What follows belongs to an exercise in optimizing a design on an open flow for small area; a production flow would make more cautious choices. Only simulation tests tie the RTL to the original design; equivalence was not proved. Power and IR drop assume default switching activity.

### design/flow/flow/run.sh
#!/bin/bash
# Standard layout with three changes: synthesis's ABC mapping runs for area instead of
# speed, ports get the smallest buffer, and clock tree synthesis uses larger sink clusters
# without dummy loads. Synthesis is synth_recipe.tcl unchanged apart from the ABC script, so
# the registers (names, count, cell types) are those of the standard synthesis.
set -uo pipefail
W=$(pwd)
F=$W/flow
cat > "$W/area_synth.tcl" <<TCL
proc abc {args} {
  set i [lsearch -exact \$args -script]
  if {\$i >= 0} { lset args [expr {\$i + 1}] $F/area.abc }
  yosys abc {*}\$args
}
source $W/synth_recipe.tcl
TCL
bash "$W/standard.sh" "SYNTH_SCRIPT=$W/area_synth.tcl" \
  "BUFFER_PORTS_ARGS=-buffer_cell sky130_fd_sc_hd__buf_1" \
  "CTS_ARGS=-sink_clustering_enable -repair_clock_nets -dont_use_dummy_load -sink_clustering_size 30 -sink_clustering_max_diameter 80 -buf_list {sky130_fd_sc_hd__clkbuf_8 sky130_fd_sc_hd__clkbuf_16}" \
  finish > "$W/flow_make.log" 2>&1
### design/flow/flow/area.abc
strash
&get -n
&st
&dch
&nf -R 1000
&put
topo
### design/flow/standard.sh
#!/bin/bash
# synth_recipe.tcl (not shown) runs the flow's synth.tcl, then flattens the netlist and writes it again
# the make line also repeats each setting of config.mk as NAME=value (left out here)
make -C /OpenROAD-flow-scripts/flow DESIGN_CONFIG=/design/flow/config.mk WORK_HOME=/design/flow/orfs CLKGATE_MAP_FILE= SYNTH_SCRIPT=/design/flow/synth_recipe.tcl "${@:-finish}"
### design/flow/config.mk
export PLATFORM = sky130hd
export DESIGN_NAME = rvCore
export DESIGN_NICKNAME = rvCore
export VERILOG_FILES = /design/flow/design.v
export SDC_FILE = /design/flow/constraint.sdc
export NUM_CORES = 4
export LEC_CHECK = 0
export CAP_MARGIN = 0
export CORE_MARGIN = 2
export CORE_UTILIZATION = 45
export GPL_ROUTABILITY_DRIVEN = 0
export PLACE_DENSITY = 0.72
export SETUP_SLACK_MARGIN = 0.2
export SLEW_MARGIN = 0
### design/flow/constraint.sdc
create_clock -name core_clock -period 10.0 [get_ports {clk}]
set_input_delay 2.0000 -clock core_clock [delete_from_list [all_inputs] [get_ports {clk}]]
set_output_delay 2.0000 -clock core_clock [all_outputs]
set_load 0.01 [all_outputs]
### design/flow/design.v
`timescale 1ns/10ps
`default_nettype none
package rvPkg;
	localparam int Xlen = 32;
	typedef logic [4:0] RegAddr_t;
	typedef struct packed {
		logic [6:0] funct7;
		RegAddr_t rs2;
		RegAddr_t rs1;
		logic [2:0] funct3;
		RegAddr_t rd;
		logic [6:0] opcode;
	} RvRtype_t;
	typedef struct packed {
		logic [11:0] imm;
		RegAddr_t rs1;
		logic [2:0] funct3;
		RegAddr_t rd;
		logic [6:0] opcode;
	} RvItype_t;
	typedef struct packed {
		logic [6:0] immHi;
		RegAddr_t rs2;
		RegAddr_t rs1;
		logic [2:0] funct3;
		logic [4:0] immLo;
		logic [6:0] opcode;
	} RvStype_t;
	typedef struct packed {
		logic sign;
		logic [5:0] immHi;
		RegAddr_t rs2;
		RegAddr_t rs1;
		logic [2:0] funct3;
		logic [3:0] immLo;
		logic imm11;
		logic [6:0] opcode;
	} RvBtype_t;
	typedef struct packed {
		logic [19:0] imm;
		RegAddr_t rd;
		logic [6:0] opcode;
	} RvUtype_t;
	typedef struct packed {
		logic sign;
		logic [9:0] immLo;
		logic imm11;
		logic [7:0] immHi;
		RegAddr_t rd;
		logic [6:0] opcode;
	} RvJtype_t;
	typedef union packed {
		RvRtype_t r;
		RvItype_t i;
		RvStype_t s;
		RvBtype_t b;
		RvUtype_t u;
		RvJtype_t j;
	} RvInst_t;
	typedef enum logic [1:0] {RegNone, RegGpr, RegPc, RegImm} RegType_t;
	typedef struct packed {
		RegType_t regType;
		RegAddr_t addr;
	} Operand_t;
	typedef logic [Xlen-1:0] ImmData_t;
	typedef enum logic [1:0] {UnitNop, UnitAlu, UnitMem} ExeUnit_t;
	typedef enum logic [1:0] {AluAdd, AluComp, AluShift, AluLogic} AluOp_t;
	typedef enum logic [1:0] {LogicXor, LogicOr, LogicAnd} LogicSel_t;
	typedef struct packed {
		logic sub;
		logic right;
		logic arith;
		logic isUnsigned;
		logic lessThan;
		logic negate;
		logic branch;
		logic jump;
		LogicSel_t logicSel;
	} AluSubOp_t;
	typedef struct packed {
		AluOp_t op;
		AluSubOp_t subOp;
	} AluCmd_t;
	typedef enum logic {MemLoad, MemStore} MemOp_t;
	typedef enum logic [1:0] {MemByte, MemHalf, MemWord} MemSize_t;
	typedef struct packed {
		MemOp_t op;
		MemSize_t size;
		logic isUnsigned;
	} MemCmd_t;
	typedef struct packed {
		AluCmd_t alu;
		MemCmd_t mem;
	} Command_t;
	typedef struct packed {
		logic [Xlen-1:0] pc;
		Operand_t rs1;
		Operand_t rs2;
		Operand_t rd;
		ImmData_t imm;
		ExeUnit_t unit;
		Command_t command;
		logic invalid;
	} DecEntry_t;
	typedef struct packed {
		logic [Xlen-1:0] pc;
		RegAddr_t rd;
		logic writeRd;
		logic [Xlen-1:0] value;
		logic [Xlen-1:0] target;
		logic taken;
		logic memValid;
		MemCmd_t memCmd;
		logic [Xlen-1:0] memAddr;
		logic [Xlen-1:0] storeData;
		logic invalid;
	} Result_t;
endpackage
`default_nettype wire
`timescale 1ns/10ps
`default_nettype none
module rvCore (
	input logic clk,
	input logic reset_,
	input logic inValid,
	output logic inReady,
	input logic [31:0] inPc,
	input logic [31:0] inInst,
	output logic outValid,
	input logic outReady,
	output logic [172:0] outResult
);
	logic [31:0] pcR;
	logic [31:7] instR;
	logic [3:0] clsR;
	logic [3:0] cls;
	logic [31:0] regs [1:31];
	logic [31:1] regValid;
	logic take;
	logic [4:0] rd;
	logic [4:0] rs1;
	logic [4:0] rs2;
	logic [2:0] f3;
	logic [6:0] f7;
	logic isLoad, isStore, isBranch, isJalr, isJal, isOpImm, isOp, isAuipc, isLui;
	logic invalid;
	logic writeRd;
	logic wrEn;
	logic [31:1] selA;
	logic [31:1] selB;
	logic [10:0] grpA [0:31];
	logic [10:0] grpB [0:31];
	logic [31:0] a;
	logic [31:0] b;
	logic [31:0] imm;
	logic [31:0] opB;
	logic [31:0] x;
	logic [31:0] y;
	logic sub;
	logic usePc;
	logic [31:0] sum;
	logic lt;
	logic eq;
	logic cond;
	logic [31:0] shIn;
	logic [31:0] shR;
	logic [31:0] pc4;
	logic selSum, selShr, selShl, selXor, selOr, selAnd, selPc4, selLt;
	logic [31:0] value;
	logic [31:0] target;
	assign inReady = !outValid || outReady;
	assign take = outValid && outReady;
	always_ff @(posedge clk or negedge reset_) begin
		if (!reset_) begin
			outValid <= 1'b0;
		end else if (inValid && inReady) begin
			outValid <= 1'b1;
		end else if (outReady) begin
			outValid <= 1'b0;
		end
	end
	always_ff @(posedge clk) begin
		if (inValid && inReady) begin
			pcR <= inPc;
			instR <= inInst[31:7];
			clsR <= cls;
		end
	end
	localparam logic [3:0] ClsNop = 4'b0000, ClsBad = 4'b0001, ClsLoad = 4'b0010,
		ClsStore = 4'b0011, ClsBranch = 4'b0100, ClsOpImm = 4'b1000, ClsOp = 4'b1001,
		ClsLui = 4'b1010, ClsAuipc = 4'b1011, ClsJalr = 4'b1100, ClsJal = 4'b1101;
	logic [4:0] iop;
	logic [2:0] if3;
	logic [6:0] if7;
	logic ibad;
	assign iop = inInst[6:2];
	assign if3 = inInst[14:12];
	assign if7 = inInst[31:25];
	always_comb begin
		ibad = 1'b0;
		cls = ClsBad;
		if (iop == 5'b00000) begin
			cls = ClsLoad;
			ibad = (if3 == 3'd3) || (if3[2:1] == 2'b11);
		end
		if (iop == 5'b01000) begin
			cls = ClsStore;
			ibad = if3[2] || (if3 == 3'd3);
		end
		if (iop == 5'b11000) begin
			cls = ClsBranch;
			ibad = (if3[2:1] == 2'b01);
		end
		if (iop == 5'b11001) begin
			cls = ClsJalr;
			ibad = (if3 != 3'd0);
		end
		if (iop == 5'b11011) cls = ClsJal;
		if (iop == 5'b00100) begin
			cls = ClsOpImm;
			if (if3 == 3'd1) ibad = (if7 != 7'h00);
			if (if3 == 3'd5) ibad = (if7 != 7'h00) && (if7 != 7'h20);
		end
		if (iop == 5'b01100) begin
			cls = ClsOp;
			if (if7 == 7'h20) ibad = (if3 != 3'd0) && (if3 != 3'd5);
			else ibad = (if7 != 7'h00);
		end
		if (iop == 5'b00101) cls = ClsAuipc;
		if (iop == 5'b01101) cls = ClsLui;
		if (iop == 5'b00011 || iop == 5'b11100 || iop == 5'b01011 || iop == 5'b00001 ||
			iop == 5'b01001 || iop == 5'b10100 || iop[4:2] == 3'b100) cls = ClsNop;
		if (ibad || inInst[1:0] != 2'b11) cls = ClsBad;
	end
	assign rd = instR[11:7];
	assign f3 = instR[14:12];
	assign rs1 = instR[19:15];
	assign rs2 = instR[24:20];
	assign f7 = instR[31:25];
	assign isLoad = clsR == ClsLoad;
	assign isStore = clsR == ClsStore;
	assign isBranch = clsR == ClsBranch;
	assign isJalr = clsR == ClsJalr;
	assign isJal = clsR == ClsJal;
	assign isOpImm = clsR == ClsOpImm;
	assign isOp = clsR == ClsOp;
	assign isAuipc = clsR == ClsAuipc;
	assign isLui = clsR == ClsLui;
	assign invalid = clsR == ClsBad;
	assign writeRd = clsR[3] && (rd != 5'd0);
	assign wrEn = take && writeRd;
	always_comb begin
		for (int r = 1; r < 32; r++) begin
			selA[r] = (rs1 == r) && regValid[r];
			selB[r] = (rs2 == r) && regValid[r];
		end
		for (int k = 0; k < 32; k++) begin
			for (int g = 0; g < 11; g++) begin
				grpA[k][g] = 1'b0;
				grpB[k][g] = 1'b0;
				for (int j = 0; j < 3; j++) begin
					if (3 * g + j >= 1 && 3 * g + j < 32) begin
						grpA[k][g] = grpA[k][g] | (regs[3 * g + j][k] & selA[3 * g + j]);
						grpB[k][g] = grpB[k][g] | (regs[3 * g + j][k] & selB[3 * g + j]);
					end
				end
			end
			a[k] = |grpA[k];
			b[k] = |grpB[k];
		end
	end
	always_ff @(posedge clk) begin
		for (int r = 1; r < 32; r++) begin
			if (wrEn && rd == r) begin
				regs[r] <= value;
			end
		end
	end
	always_ff @(posedge clk or negedge reset_) begin
		if (!reset_) begin
			regValid <= '0;
		end else begin
			for (int r = 1; r < 32; r++) begin
				if (wrEn && rd == r) begin
					regValid[r] <= 1'b1;
				end
			end
		end
	end
	always_comb begin
		imm[31] = instR[31];
		imm[30:20] = (isLui || isAuipc) ? instR[30:20] : {11{instR[31]}};
		imm[19:12] = (isLui || isAuipc || isJal) ? instR[19:12] : {8{instR[31]}};
		if (isLui || isAuipc) imm[11] = 1'b0;
		else if (isBranch) imm[11] = instR[7];
		else if (isJal) imm[11] = instR[20];
		else imm[11] = instR[31];
		imm[10:5] = (isLui || isAuipc) ? 6'd0 : instR[30:25];
		if (isLui || isAuipc) imm[4:1] = 4'd0;
		else if (isStore || isBranch) imm[4:1] = instR[11:8];
		else imm[4:1] = instR[24:21];
		if (isStore) imm[0] = instR[7];
		else if (isLui || isAuipc || isBranch || isJal) imm[0] = 1'b0;
		else imm[0] = instR[20];
	end
	assign opB = (isOp || isBranch) ? b : {{20{instR[31]}}, instR[31:20]};
	assign sub = isOp && f7[5];
	assign usePc = isAuipc || isJal || isBranch;
	assign x = (pcR & {32{usePc}}) | (a & {32{!usePc && !isLui}});
	assign y = isOp ? (b ^ {32{sub}}) : imm;
	assign sum = x + y + {31'd0, sub};
	logic [31:0] ltT [0:5];
	logic [31:0] eqT [0:5];
	logic signedCmp;
	assign signedCmp = isBranch ? !f3[1] : !f3[0];
	always_comb begin
		for (int n = 0; n < 32; n++) begin
			ltT[0][n] = !a[n] && opB[n];
			eqT[0][n] = a[n] == opB[n];
		end
		if (signedCmp) ltT[0][31] = a[31] && !opB[31];
		for (int l = 0; l < 5; l++) begin
			ltT[l+1] = '0;
			eqT[l+1] = '0;
			for (int n = 0; n < (16 >> l); n++) begin
				ltT[l+1][n] = ltT[l][2*n+1] || (eqT[l][2*n+1] && ltT[l][2*n]);
				eqT[l+1][n] = eqT[l][2*n+1] && eqT[l][2*n];
			end
		end
		lt = ltT[5][0];
		eq = eqT[5][0];
	end
	assign cond = (f3[2] ? lt : eq) ^ f3[0];
	always_comb begin
		for (int n = 0; n < 32; n++) shIn[n] = f3[2] ? a[n] : a[31-n];
		shR = $signed({f3[2] && f7[5] && a[31], shIn}) >>> opB[4:0];
	end
	assign pc4 = pcR + 32'd4;
	always_comb begin
		selPc4 = isJal || isJalr;
		selSum = !(isOp || isOpImm) || f3 == 3'd0;
		selShl = (isOp || isOpImm) && f3 == 3'd1;
		selShr = (isOp || isOpImm) && f3 == 3'd5;
		selLt = (isOp || isOpImm) && f3[2:1] == 2'b01;
		selXor = (isOp || isOpImm) && f3 == 3'd4;
		selOr = (isOp || isOpImm) && f3 == 3'd6;
		selAnd = (isOp || isOpImm) && f3 == 3'd7;
		for (int n = 0; n < 32; n++) begin
			value[n] = selPc4 ? pc4[n] :
				((sum[n] & selSum) | (shR[n] & selShr) | (shR[31-n] & selShl) |
				 ((a[n] ^ opB[n]) & (selXor | selOr)) | (a[n] & opB[n] & (selOr | selAnd)));
		end
		value[0] = value[0] | (lt & selLt & !selPc4);
	end
	assign target = {sum[31:1], sum[0] && !(isJal || isJalr)};
	assign outResult = {pcR, rd, writeRd, value, target,
		isBranch && cond,
		isLoad || isStore,
		isStore, f3[1:0], f3[2],
		sum, b, invalid};
endmodule
`default_nettype wire
==> flow_summary.yaml, run 1 <==
drt:
  wl_met3_um: 32000
  vias: 40700
  drt-met1-wl_um: 63200
  drt-wirelength-per-cell_um: 36.0
  routed-wl-met2_um: 80900
  top_layer: "met5"
  drcViolationCount: 0
  ant_nets: 0
  via_per_inst: 7.66
  drtIter0Drc: 12300
  first_pass_iters: 15
  routed_wl_um: 192000
worst_setup_path:
  cp-start-kind: "register"
  critPathMaxStageDelay_ps: 540
  worst-path-stages: 27
  reg2reg_from: "instR[15]"
  cp_data_arrival_time_ps: 7570
  cp-end-kind: "output pin"
  cp_top_family: "simple AND/OR/NAND/NOR gates"
  startpoint: "instR[15]"
  r2r-end: "regs[24][26]"
  regToRegSetupSlack_ps: 2600
  path_class: "reg -> out"
  required_ps: 8000
  slowest_stage: "o21ai_2"
  cp_max_fo: 13
  rr_worst_depth: 27
  crit_buf_inv: 4
  critPathCapture: "outResult[129]"
yosys:
  synthMuxAreaShare_pct: 2.02
  async_reset_ff_share_pct: 2.95
  synthSimpleGateAreaFrac_pct: 7.93
  ys_warn_count: 6
  synth_top_family_by_area: "compound AO/OA/AOI/OAI gates"
  synth_area_um2: 49300
  synth.distinct_cells: 53
  yosys.area_share.xor_xnor_pct: 1.33
  synth_nets: 3571
  synth_top_cell_by_area: "edfxtp_1"
  synth_edf_count: 1053
  synth_seq_area_share_pct: 65.8
  ys_top_cells_by_area: "edfxtp_1 (64%), a222oi_1 (12%), nand4_1 (2.5%)"
  synth-adder-area-share_pct: 2.52
  netlist_instances: 3405
  synth-seq-cells: 1085
  synthFlopType: "edfxtp_1"
  synth_compound_area_share_pct: 19.3
  synth_area_per_cell_um2: 14.5
  yosys.area.top_type_share_pct: 64.1
timing:
  post-route-min-period_ps: 9570
  setup_viol: 0
  setup_tns_ps: 0
  maxSlewHeadroom_pct: 14.6
  finalHoldViolCount: 0
  finalMaxSlewViolations: 0
  worst-slew-pin-transition_ps: 1280
  finClkSkew_ps: 134
  rsz0062_at_grt: "yes"
  fin_crit_sh_pct: 95.7
  fmax_ghz: 0.104
  setup_slack_ps: 430
floorplan:
  die_x_um: 335
  die_h_um: 335
  core_area_um2: 109000
  ioPinCount: 243
  start_util_pct: 45.4
  die_area_um2: 112000
  row_count: 121
clock_network:
  root_buffer: "clkbuf_16"
  cts_hold_buf: 0
  insertion_delay_ps: 720
  cts_sinks: 1085
  htreeDepth: 2
  cts_buffer_depth: 3
  clkTransAtPathRegs_ps: 110
  cts_tree: "built"
  numCtsBuffers: 49
grt:
  antenna_found_initial: 7
  grt_overflow: 0
  grt_start_max_net_pins: 72
  grt_pass1_wl_um: 267000
  grt.total_usage_pct: 32.9
  grt_pass1_vias: 37000
power:
  power_density_nw_per_um2: 166
  ir_worst_vdd_mv: 0.117
  power_leakage_nw: 17.6
  total_power_mw: 9.30
final_layout:
  area_delta_synth_final_pct: 13.6
  drive_gt1_share_pct: 11.4
  fin_nets: 4072
hold_path:
  hold_class: "reg -> reg"
  min_from: "regValid[8]"
placement:
  port_buffers: 242
  dpl_worst_slack_ps: 689
  place_hpwl_um: 132000
run:
  drv_cap: 0
status:
  status: "timing/DRC/antenna clean"
==> report_power, final <==
part	switching [mW]	total (mW)	internal, mW
Clock	1.33	2.21	0.876
Combinational	1.28	1.70	0.423
Sequential	0.0507	5.39	5.34
Total	2.66	9.30	6.64
==> per-layer routing <==
metal | global-route usage [%] | vias up
met5 | 0 | -
met4 | 20.9 | 10
met3 | 8.54 | 718
met2 | 47.9 | 4231
met1 | 43.9 | 19600
li1 | - | 16200
==> stage by stage <==
step / area, um2 / util (%) / std cells / hold WS (ps)
3_5_place_dp: 54500 / 50.2 / 5246 / 497
2_1_floorplan: 49600 / - / 3405 / 450
3_3_place_gp: 54500 / 50.2 / 5246 / 493
6_report: 56000 / 51.5 / 5321 / 517
5_1_grt: 56000 / 51.5 / 5318 / 540
4_1_cts: 55900 / 51.4 / 5307 / 520
==> flip-flops by register name, summed over array words and instances, names as in the netlist <==
register,count
outValid,1
instR,25
pcR,32
regs,992
clsR,4
regValid,31
==> logic make-up after synthesis <==
group	count (synthesis)
simple gates	781
mux	96
buf+inv	111
xor+xnor	75
fa+ha+maj	98
compound gates	1159
flops	1085
==> what timing repair did <==
item,in CTS,in global routing
resized for setup,6,18
buffers inserted,12,11
setup endpoints to repair,5,9
gates cloned,0,0
pin swaps,0,8
==> cells in the mapped netlist, drive strengths merged, types with 4 or more instances <==
library cell,instances
or2,23
dfrtp,32
xor2,39
o221ai,5
nor3,43
a31oi,6
a21oi,137
o21a,22
o31ai,6
nor4bb,5
or3,5
nor2,209
mux2,26
mux2i,70
buf,42
nand2,162
edfxtp,1053
a22oi,137
nor2b,10
clkinv,69
a222oi,601
and3,13
nor4,40
a21o,8
a221oi,8
nand3,35
nand2b,15
and2,7
a211oi,8
o211ai,7
o21ai,167
ha,96
nor3b,4
xnor2,36
nand4,198
a22o,32
==> worst register-to-register path: stages, from the launching register on <==
cell      delay, ps
edfxtp_1        350
buf_4           200
nor2_1          130
nand3_1         260
nor3b_4         110
buf_4           210
buf_4           220
a222oi_1        390
nand4_1         380
nor2_1          260
nand4_1         460
a22o_1          420
ha_1            370
nand2_1          90
nor3_1          250
nor2_2           90
or3_1           380
o211ai_1        160
a21oi_2         120
o31ai_1         430
nand3_1         140
nand2_1         160
xor2_1          250
nand2_1         110
o221ai_1         90
a221oi_1        100
o21ai_2         540
buf_4           450
==> cell type report <==
cell class,count,area (um2)
sequential,1085,32400
clock buffer,49,1230
tap,1414,1770
inverter,69,259
antenna,3,7.51
timing repair buffer,492,2810
fill,8910,52700
multi-input combinational,2209,17500
==> worst min-delay path by stage <==
| stage | to | slack [ps] | depth (start not counted) |
|---|---|---|---|
| global route | regValid[26] | 540 | 1 |
| floorplan | regValid[16] | 450 | 1 |
| detailed placement | regValid[26] | 500 | 1 |
| CTS | regValid[8] | 520 | 1 |
| finish | regValid[8] | 520 | 1 |
| global placement | regValid[30] | 490 | 1 |
==> cell usage in the layout (no fill, tap or decap), drive strengths merged, types with 8 or more instances in the layout <==
| cell type | instances |
|---|---|
| a211oi | 8 |
| a21o | 8 |
| a21oi | 137 |
| a221oi | 8 |
| a222oi | 601 |
| a22o | 32 |
| a22oi | 137 |
| and3 | 13 |
| buf | 490 |
| clkbuf | 51 |
| clkinv | 69 |
| dfrtp | 32 |
| edfxtp | 1053 |
| ha | 96 |
| mux2 | 26 |
| mux2i | 70 |
| nand2 | 162 |
| nand2b | 15 |
| nand3 | 35 |
| nand4 | 198 |
| nor2 | 209 |
| nor2b | 10 |
| nor3 | 43 |
| nor4 | 40 |
| o21a | 22 |
| o21ai | 167 |
| or2 | 23 |
| xnor2 | 36 |
| xor2 | 39 |
==> run 2, diff against run 1 <==
--- a/design/flow/config.mk
+++ b/design/flow/config.mk
@@ -10,5 +10,5 @@
 export CORE_UTILIZATION = 45
 export GPL_ROUTABILITY_DRIVEN = 0
 export PLACE_DENSITY = 0.72
-export SETUP_SLACK_MARGIN = 0.2
+export SETUP_SLACK_MARGIN = 0.15
 export SLEW_MARGIN = 0
==> run 2 against run 1 <==
  * Still clean on timing, DRC and antenna
  * Synthesized cell count stayed put
  * Worst setup slack got worse by 120 ps
  * Sequential power hardly changed
  * Core utilization down 0.35 points
  * Clock skew shrank 13 ps
  * First-iteration DRC count rose by 0.81%
  * Clock power about the same
  * Register-to-register slack got worse by 20 ps
  * Critical path type unchanged
  * Critical endpoint is now outResult[70]
  * Highest routed layer unchanged
==> flow_summary.yaml, run 2 <==
placement:
  dpl_worst_slack_ps: 670
  place_hpwl_um: 126000
  dp_cells: 5199
  place_area_um2: 54200
  port_buffers: 242
status:
  status: "timing/DRC/antenna clean"
hold_path:
  holdPathEnd: "regValid[2]"
  hold_class: "reg -> reg"
  min_path_cells: 1
  min_from: "regValid[2]"
yosys:
  synth-seq-cells: 1085
  async_reset_ff_share_pct: 2.95
  synth_area_um2: 49300
  synth_area_per_cell_um2: 14.5
  synth_top_family_by_area: "compound AO/OA/AOI/OAI gates"
  netlist_instances: 3405
  synthFlopType: "edfxtp_1"
  synth_top_cell_by_area: "edfxtp_1"
  synth.distinct_cells: 53
  synth_compound_area_share_pct: 19.3
  yosys.area.top_type_share_pct: 64.1
  ys_warn_count: 6
  synthMuxAreaShare_pct: 2.02
  yosysMostFrequentCell: "edfxtp_1"
  synth-adder-area-share_pct: 2.52
  synth_nets: 3571
  ys_top_cells_by_count: "edfxtp_1 (1053), a222oi_1 (601), nor2_1 (209)"
  synthSimpleGateAreaFrac_pct: 7.93
  ys_top_cells_by_area: "edfxtp_1 (64%), a222oi_1 (12%), nand4_1 (2.5%)"
  yosys.area_share.xor_xnor_pct: 1.33
  synth_seq_area_share_pct: 65.8
  synth_edf_count: 1053
clock_network:
  insertion_delay_ps: 720
  cts_hold_buf: 0
  htreeDepth: 2
  numCtsBuffers: 48
  clkTransAtPathRegs_ps: 110
  root_buffer: "clkbuf_16"
  cts_buffer_depth: 3
  cts_sinks: 1085
  cts_tree: "built"
grt:
  grt_overflow: 0
  grt.total_usage_pct: 32.9
  met3_usage_pct: 8.30
  grt_start_max_net_pins: 72
  grt_pass1_vias: 37900
  grt_pass1_wl_um: 269000
  antenna_found_initial: 10
  grtUsageMet2_pct: 47.4
  grt-busiest-layer: "met2"
  grt_use_met1_pct: 43.2
worst_setup_path:
  cp_data_arrival_time_ps: 7690
  cp_max_fo: 31
  cp-end-kind: "output pin"
  reg2reg_from: "instR[18]"
  required_ps: 8000
  cp-start-kind: "register"
  regToRegSetupSlack_ps: 2580
  critPathMaxStageDelay_ps: 1010
  path_class: "reg -> out"
  slowest_stage: "a2111oi_0"
  critPathMostFrequentCell: "buf_4"
  r2r-end: "regs[11][28]"
  rr_worst_depth: 30
drt:
  drtIter0Drc: 12400
  first_pass_iters: 17
  drcViolationCount: 0
  via_per_inst: 7.74
  ant_nets: 0
  vias: 40800
  drt-wirelength-per-cell_um: 36.2
  routed_wl_um: 191000
power:
  comb_power_share_pct: 18.2
  p_int_mw: 6.62
  power_leakage_nw: 17.3
  pwr-share-seq_pct: 58.1
  pwr-share-clk_pct: 23.6
  power_density_nw_per_um2: 167
  switchingPower_mw: 2.66
  p_sw_share_pct: 28.7
  ir_worst_vdd_mv: 0.104
timing:
  setup_tns_ps: 0
  post-route-min-period_ps: 9690
  fin_crit_sh_pct: 96.9
  finalMaxSlewViolations: 0
  finClkSkew_ps: 121
  setup_slack_ps: 306
  fmax_ghz: 0.103
  maxSlewHeadroom_pct: 4.27
  finalHoldViolCount: 0
  setup_viol: 0
  hold_slack_ps: 521
  rsz0062_at_grt: "yes"
  worst-slew-pin-transition_ps: 1430
final_layout:
  final_common_cell: "edfxtp_1"
  fin_area_um2: 55600
  n_fill_cell: 9052
  fin_cells: 5272
  top_register: "regs"
  largest_register_ffs: 992
  mostFrequentLayoutCells: "edfxtp_1 (1053), a222oi_1 (601), buf_1 (241)"
  area_delta_synth_final_pct: 12.9
  fin_nets: 4024
  drive_gt1_share_pct: 10.3
  top_regs: "regs: 992 flops, pcR: 32 flops, regValid: 31 flops"
floorplan:
  die_x_um: 335
  start_util_pct: 45.4
  die_area_um2: 112000
  core_area_um2: 109000
  ioPinCount: 243
  row_count: 121
  die_h_um: 335
run:
  drv_cap: 0
## run 2: cell counts after synthesis
No cell type changed its count.
## run 2: how the worst max path moves through the flow
stage | from | slack (ps) | cells past startpoint | endpoint
after floorplan | instR[19] | 150 | 26 | outResult[134]
after global placement | instR[17] | 740 | 30 | outResult[131]
after detailed placement | instR[17] | 670 | 30 | outResult[131]
after CTS | instR[15] | 170 | 32 | outResult[131]
after global routing | instR[20] | 70 | 33 | outResult[133]
final | instR[22] | 310 | 25 | outResult[70]
## run 2: power by group through the flow
| stage | combinational [mW] | sequential (mW) | clock [mW] |
|---|---|---|---|
| floorplan | 0.859 | 5.50 | 0 |
| global placement | 1.60 | 5.50 | 0 |
| detailed placement | 1.62 | 5.50 | 0 |
| CTS | 1.63 | 5.39 | 2.19 |
| global route | 1.77 | 5.40 | 2.33 |
| finish | 1.69 | 5.40 | 2.20 |
## run 2: timing repair
item | in CTS | in global routing
resized for setup | 6 | 18
pin swaps | 1 | 10
endpoints found under the setup margin | 4 | 12
buffers inserted | 5 | 18
## run 2: cell type report
class | instances | area, um2 | share of cell area [%]
diodes | 2 | 5.00 | 0.00899
clock buffers | 48 | 1200 | 2.16
inverters | 69 | 259 | 0.465
well taps | 1414 | 1770 | 3.18
multi-input cells | 2209 | 17500 | 31.5
repair buffers | 445 | 2460 | 4.42
flip-flops and latches | 1085 | 32400 | 58.3
## run 2: per-layer routing
layer / routed length [um] / up-vias
li1: - / 16100
met4: 18200 / 10
met2: 79600 / 4370
met5: 63 / -
met1: 61600 / 19400
met3: 31500 / 879
## run 2: kinds of logic (layout without fill, tap and decap cells)
| logic type | after synthesis | after routing |
|---|---|---|
| mux | 96 | 96 |
| simple gates | 781 | 781 |
| buf+inv | 111 | 562 |
| flops | 1085 | 1085 |
| xor+xnor | 75 | 75 |
| compound gates | 1159 | 1159 |
| other cells | 0 | 2 |
| fa+ha+maj | 98 | 98 |
## run 2: per-stage QoR
step / power (mW) / utilization (%)
final: 9.29 / 51.2
after global routing: 9.50 / 51.2
after CTS: 9.21 / 51.0
after detailed placement: 7.11 / 49.8
after global placement: 7.09 / 49.8
after floorplan: 6.36 / -
## run 2: worst max-delay path: cells and delay by family (launching register included)
kind | cells | cell delay [ps]
compound gates | 7 | 2620
buf+inv | 7 | 1640
simple gates | 9 | 1630
flops | 1 | 530
fa+ha+maj | 1 | 400
mux | 1 | 140
==> run 3, diff against run 2 <==
--- a/design/flow/config.mk
+++ b/design/flow/config.mk
@@ -7,8 +7,7 @@
 export LEC_CHECK = 0
 export CAP_MARGIN = 0
 export CORE_MARGIN = 2
-export CORE_UTILIZATION = 45
-export GPL_ROUTABILITY_DRIVEN = 0
+export CORE_UTILIZATION = 50
 export PLACE_DENSITY = 0.72
 export SETUP_SLACK_MARGIN = 0.15
 export SLEW_MARGIN = 0
==> run 3 against run 2 <==
  * Still clean
  * Synthesized area did not move
  * Non-clock buffer count increased by 21
  * Sequential power hardly changed
  * Critical path type unchanged
  * Highest routed layer unchanged
==> flow_summary.yaml, run 3 <==
status:
  status: "timing/DRC/antenna clean"
timing:
  maxSlewHeadroom_pct: 14.5
  setup_viol: 0
  hold_slack_ps: 522
  finalMaxSlewViolations: 0
  finalHoldViolCount: 0
  fmax_ghz: 0.104
  setup_tns_ps: 0
  rsz0062_at_grt: "no"
  post-route-min-period_ps: 9650
  fin_crit_sh_pct: 96.5
  worst-slew-pin-transition_ps: 1280
  finClkSkew_ps: 74.2
worst_setup_path:
  cp-start-kind: "register"
  cp_data_arrival_time_ps: 7650
  cp_max_fo: 25
  critPathMaxStageDelay_ps: 520
  regToRegSetupSlack_ps: 2580
  r2r-end: "regs[12][31]"
  rr_worst_depth: 31
  reg2reg_from: "instR[15]"
  slowest_stage: "a222oi_1"
  path_class: "reg -> out"
  cp-end-kind: "output pin"
  required_ps: 8000
  critPathMostFrequentCell: "nand2_1"
hold_path:
  hold_class: "reg -> reg"
  min_from: "regValid[30]"
  holdPathEnd: "regValid[30]"
  min_path_cells: 1
yosys:
  synth_area_um2: 49300
  synthFlopType: "edfxtp_1"
  async_reset_ff_share_pct: 2.95
  synth_edf_count: 1053
  yosys.area.top_type_share_pct: 64.1
  synth_nets: 3571
  synth_top_cell_by_area: "edfxtp_1"
  ys_top_cells_by_area: "edfxtp_1 (64%), a222oi_1 (12%), nand4_1 (2.5%)"
  ys_warn_count: 6
  netlist_instances: 3405
  ys_top_cells_by_count: "edfxtp_1 (1053), a222oi_1 (601), nor2_1 (209)"
  synth.distinct_cells: 53
  synth_seq_area_share_pct: 65.8
  synth-seq-cells: 1085
  yosysMostFrequentCell: "edfxtp_1"
  synth_area_per_cell_um2: 14.5
power:
  comb_power_share_pct: 18.6
  total_power_mw: 9.35
  ir_worst_vdd_mv: 0.138
  p_sw_share_pct: 28.8
  power_density_nw_per_um2: 168
  power_leakage_nw: 17.4
  pwr-share-clk_pct: 23.7
  p_int_mw: 6.66
  switchingPower_mw: 2.69
  pwr-share-seq_pct: 57.7
clock_network:
  root_buffer: "clkbuf_16"
  cts_sinks: 1085
  htreeDepth: 2
  insertion_delay_ps: 700
  cts_buffer_depth: 3
  cts_tree: "built"
  cts_hold_buf: 0
  clkTransAtPathRegs_ps: 100
  numCtsBuffers: 49
grt:
  grt_overflow: 0
  grt_pass1_wl_um: 276000
  grt.total_usage_pct: 37.5
  grt_pass1_vias: 37600
  grt_start_max_net_pins: 72
  antenna_found_initial: 10
final_layout:
  largest_register_ffs: 992
  area_delta_synth_final_pct: 13.0
  top_regs: "regs: 992 flops, pcR: 32 flops, regValid: 31 flops"
  final_common_cell: "edfxtp_1"
  top_register: "regs"
  drive_gt1_share_pct: 10.9
  fin_nets: 4046
  mostFrequentLayoutCells: "edfxtp_1 (1053), a222oi_1 (601), buf_1 (241)"
drt:
  drt-wirelength-per-cell_um: 37.9
  ant_nets: 0
  first_pass_iters: 12
  routed_wl_um: 196000
  via_per_inst: 7.84
  vias: 40500
  drtIter0Drc: 11900
  drcViolationCount: 0
floorplan:
  die_h_um: 318
  die_area_um2: 101000
  die_x_um: 318
  core_area_um2: 98000
  ioPinCount: 243
  row_count: 115
  start_util_pct: 50.3
placement:
  gp_congestion: 1.04
  port_buffers: 242
  place_hpwl_um: 133000
run:
  drv_cap: 0
## run 3: cell types whose count changed in the layout (fill, tap and decap cells not counted), moves of 3 or more
cell     delta
and3_2      +3
buf_12      +4
nand2_1     +3
diode_2     +3
nand2_2     -3
buf_4      +16
and3_1      -3
## run 3: what timing repair did
action                                  4_1_cts  5_1_grt
buffers inserted                             11       15
pin swaps                                     3        6
gates resized for setup                       2       20
endpoints found under the setup margin        4       15
## run 3: area by class of cell
type,instances,area [um2]
inverters,69,259
well taps,1287,1610
fillers,7759,42300
diodes,5,12.5
multi-input cells,2209,17500
clock buffers,49,1230
repair buffers,466,2670
flip-flops and latches,1085,32400
## run 3: power by group through the flow
stage	clock network, mW	logic [mW]	registers, mW
floorplan	0	0.859	5.50
global placement	0	1.65	5.49
detailed placement	0	1.66	5.49
CTS	2.22	1.68	5.39
global route	2.36	1.81	5.39
finish	2.22	1.74	5.39
## run 3: worst max-delay path by stage
stage	end	slack [ps]	start	depth (start not counted)
finish	outResult[134]	350	instR[15]	31
global route	outResult[131]	110	instR[15]	34
CTS	outResult[131]	160	instR[17]	33
detailed placement	outResult[129]	660	instR[23]	31
global placement	outResult[131]	770	instR[24]	33
floorplan	outResult[134]	150	instR[19]	26
## run 3: cells by family (layout without fill, tap and decap cells)
logic type	count (synthesis)	in the layout	synth area share (%)
compound gates	1159	1159	19.3
xor+xnor	75	75	1.33
fa+ha+maj	98	98	2.52
buf+inv	111	584	1.16
flops	1085	1085	65.8
mux	96	96	2.02
other cells	0	5	0
simple gates	781	781	7.93
## run 3: critical path, delay by kind of cell, from the launching register on
kind	cells	cell delay [ps]
compound gates	12	2710
fa+ha+maj	1	380
buf+inv	5	1080
simple gates	12	2010
flops	1	480
xor+xnor	1	270
## run 3: layer usage
metal  vias to the layer above  global-route usage [%]  part of all wire (%)
met5                         -                       0                 0.031
met4                        10                    23.8                   7.9
met3                       681                    8.81                    16
met2                      4056                    54.2                    42
met1                     19600                    51.3                    34
li1                      16200                       -                     -
## run 3: per-stage QoR
stage | utilization (%) | setup WS, ps | cells | cell area [um2]
after floorplan | - | 151 | 3405 | 49600
final | 56.9 | 348 | 5170 | 55700
after CTS | 56.7 | 157 | 5150 | 55500
after detailed placement | 55.3 | 655 | 5090 | 54200
after global routing | 56.9 | 113 | 5165 | 55700
after global placement | 55.3 | 770 | 5090 | 54200
==> run 4, diff against run 3 <==
--- a/design/flow/config.mk
+++ b/design/flow/config.mk
@@ -8,6 +8,7 @@
 export CAP_MARGIN = 0
 export CORE_MARGIN = 2
 export CORE_UTILIZATION = 50
+export GPL_ROUTABILITY_DRIVEN = 0
 export PLACE_DENSITY = 0.72
 export SETUP_SLACK_MARGIN = 0.15
 export SLEW_MARGIN = 0
==> run 4 against run 3 <==
  * Final cell count fell by 0.15%
  * Largest power group unchanged
  * Critical path depth up 2
  * Synthesized area did not move
  * Clock power about the same
  * Core utilization down 0.10 points
  * Register-to-register slack lost 40 ps
  * Non-clock buffer count decreased by 6
  * Worst setup slack got worse by 28 ps
  * Sequential share of layout area up 0.10 points
  * Total power down 0.69%
==> flow_summary.yaml, run 4 <==
final_layout:
  area_delta_synth_final_pct: 12.8
  utilization_pct: 56.8
  fin_nets: 4040
  top_register: "regs"
  drive_gt1_share_pct: 10.6
  multi_input_area_um2: 17500
  top_regs: "regs: 992 flops, pcR: 32 flops, regValid: 31 flops"
  final_common_cell: "edfxtp_1"
  largest_register_ffs: 992
  fin_cells: 5162
  regArea_um2: 32400
  n_fill_cell: 7572
  mostFrequentLayoutCells: "edfxtp_1 (1053), a222oi_1 (601), buf_1 (241)"
timing:
  rsz0062_at_grt: "yes"
  fmax_ghz: 0.103
  worst-slew-pin-transition_ps: 1220
  setup_viol: 0
  finClkSkew_ps: 69.8
  setup_slack_ps: 320
  maxSlewHeadroom_pct: 18.5
  setup_tns_ps: 0
  finalHoldViolCount: 0
  finalMaxSlewViolations: 0
  fin_crit_sh_pct: 96.8
  post-route-min-period_ps: 9680
clock_network:
  numCtsBuffers: 49
  root_buffer: "clkbuf_16"
  cts_sinks: 1085
  clkTransAtPathRegs_ps: 100
  cts_buffer_depth: 3
  cts_tree: "built"
  insertion_delay_ps: 670
  cts_hold_buf: 0
  htreeDepth: 2
yosys:
  synthFlopType: "edfxtp_1"
  synth_top_cell_by_area: "edfxtp_1"
  ys_top_cells_by_area: "edfxtp_1 (64%), a222oi_1 (12%), nand4_1 (2.5%)"
  synth_nets: 3571
  netlist_instances: 3405
  synth.distinct_cells: 53
  synth_area_um2: 49300
  synth_edf_count: 1053
  yosys.area.top_type_share_pct: 64.1
  synth-seq-cells: 1085
  yosysMostFrequentCell: "edfxtp_1"
  ys_top_cells_by_count: "edfxtp_1 (1053), a222oi_1 (601), nor2_1 (209)"
  synth_seq_area_share_pct: 65.8
  ys_warn_count: 6
  synth_area_per_cell_um2: 14.5
  async_reset_ff_share_pct: 2.95
power:
  power_leakage_nw: 17.4
  ir_worst_vdd_mv: 0.172
  total_power_mw: 9.29
  power_density_nw_per_um2: 167
drt:
  drcViolationCount: 0
  vias: 40600
  first_pass_iters: 14
  routed_wl_um: 187000
  via_per_inst: 7.86
  drt-wirelength-per-cell_um: 36.3
  drtIter0Drc: 11900
  ant_nets: 0
grt:
  grt_pass1_vias: 37400
  grt_overflow: 0
  antenna_found_initial: 8
  grt_start_max_net_pins: 62
  grt.total_usage_pct: 35.7
  grt_pass1_wl_um: 264000
worst_setup_path:
  slowest_stage: "edfxtp_1"
  cp_max_fo: 31
  path_class: "reg -> out"
  cp_data_arrival_time_ps: 7680
  rr_worst_depth: 33
  critPathMaxStageDelay_ps: 560
  cp-end-kind: "output pin"
  critPathMostFrequentCell: "buf_4"
  required_ps: 8000
  cp-start-kind: "register"
status:
  status: "timing/DRC/antenna clean"
floorplan:
  die_area_um2: 101000
  core_area_um2: 98000
  die_h_um: 318
  row_count: 115
  start_util_pct: 50.3
  die_x_um: 318
  ioPinCount: 243
placement:
  place_hpwl_um: 126000
  dpl_worst_slack_ps: 669
  port_buffers: 242
  dp_cells: 5081
run:
  drv_cap: 0
hold_path:
  min_path_cells: 1
  hold_class: "reg -> reg"
-- run 4: kinds of logic after synthesis --
logic type | synth area share (%)
adder cells (fa/ha/maj) | 2.52
XOR/XNOR | 1.33
AO/OA/AOI/OAI | 19.3
AND/OR/NAND/NOR | 7.93
buffers and inverters | 1.16
multiplexers | 2.02
flip-flops | 65.8
-- run 4: critical path, delay by kind of cell (launching register included) --
kind	cells	cell delay [ps]
xor+xnor	1	120
compound gates	13	2940
fa+ha+maj	1	270
buf+inv	5	1100
flops	1	560
simple gates	13	2020
-- run 4: final timing paths --
| check | startpoint | endpoint | slack (ps) |
|---|---|---|---|
| max | instR[20] | outResult[131] | 320 |
| min | regValid[25] | regValid[25] | 530 |
| max reg2reg | instR[20] | regs[21][28] | 2540 |
| min reg2reg | regValid[25] | regValid[25] | 530 |
| max in group asynchronous | reset_ | regValid[23] | 7880 |
| min in group asynchronous | reset_ | outValid | 1460 |
-- run 4: metal layers --
metal | up-vias | routed length, um | global-route usage, %
met5 | - | 63 | 0
met4 | 10 | 17600 | 26.6
met3 | 810 | 30400 | 9.14
met2 | 4180 | 77600 | 50.8
met1 | 19400 | 62000 | 47.5
li1 | 16200 | - | -
-- run 4: repair_timing --
item                       in CTS  in global routing
setup endpoints to repair       4                 13
pin swaps                       0                  7
gates resized for setup         5                 13
buffers inserted                2                 27
-- run 4: stage by stage --
stage	hold slack, ps	cell area, um2
2_1_floorplan	450	49600
3_5_place_dp	495	54100
6_report	525	55600
5_1_grt	542	55600
3_3_place_gp	488	54100
4_1_cts	517	55400
-- run 4: area by class of cell --
class | count | share of cell area (%)
inverter | 69 | 0.466
tap | 1287 | 2.90
clock buffer | 49 | 2.20
sequential | 1085 | 58.3
multi-input combinational | 2209 | 31.5
timing repair buffer | 460 | 4.65
antenna | 3 | 0.0135
-- run 4: power by group --
group          internal [mW]  leakage [nW]  switching (mW)
Combinational          0.430          6.89            1.26
Clock                  0.877         0.604            1.33
Sequential              5.34          9.90          0.0524
Total                   6.65          17.4            2.64

## separate check: timing with driven ports
How much do the figures lean on ideal ports? The routed layouts below were timed once more, with nothing changed but the port constraints.
Step 1, drivers: a clkbuf_16 drives clk and a buf_2 each remaining input, both assumed.
Step 2 adds t to the input delays and takes it off the output delays; t is the mean of the earliest and latest rising clock arrival at the registers after step 1. Input paths then give back, and output paths get back, about the clock's delay inside the block.
Slacks: ideal ports / drivers / drivers and shift; pairs: ideal ports / drivers.
| run | shift t [ns] | slack for setup (ns) | hold WS [ns] | latest minus earliest clock arrival (ns) |
|---|---|---|---|---|
| run 1 | 0.717 | 0.430 / 0.363 / 1.080 | 0.517 / 0.517 / 0.517 | 0.134 / 0.134 |
| run 2 | 0.740 | 0.306 / 0.227 / 0.967 | 0.521 / 0.521 / 0.521 | 0.121 / 0.121 |
| run 3 | 0.733 | 0.348 / 0.275 / 1.008 | 0.522 / 0.522 / 0.522 | 0.074 / 0.074 |
| run 4 | 0.705 | 0.320 / 0.252 / 0.957 | 0.525 / 0.525 / 0.525 | 0.070 / 0.070 |
After both steps setup and hold are still met in every run listed.
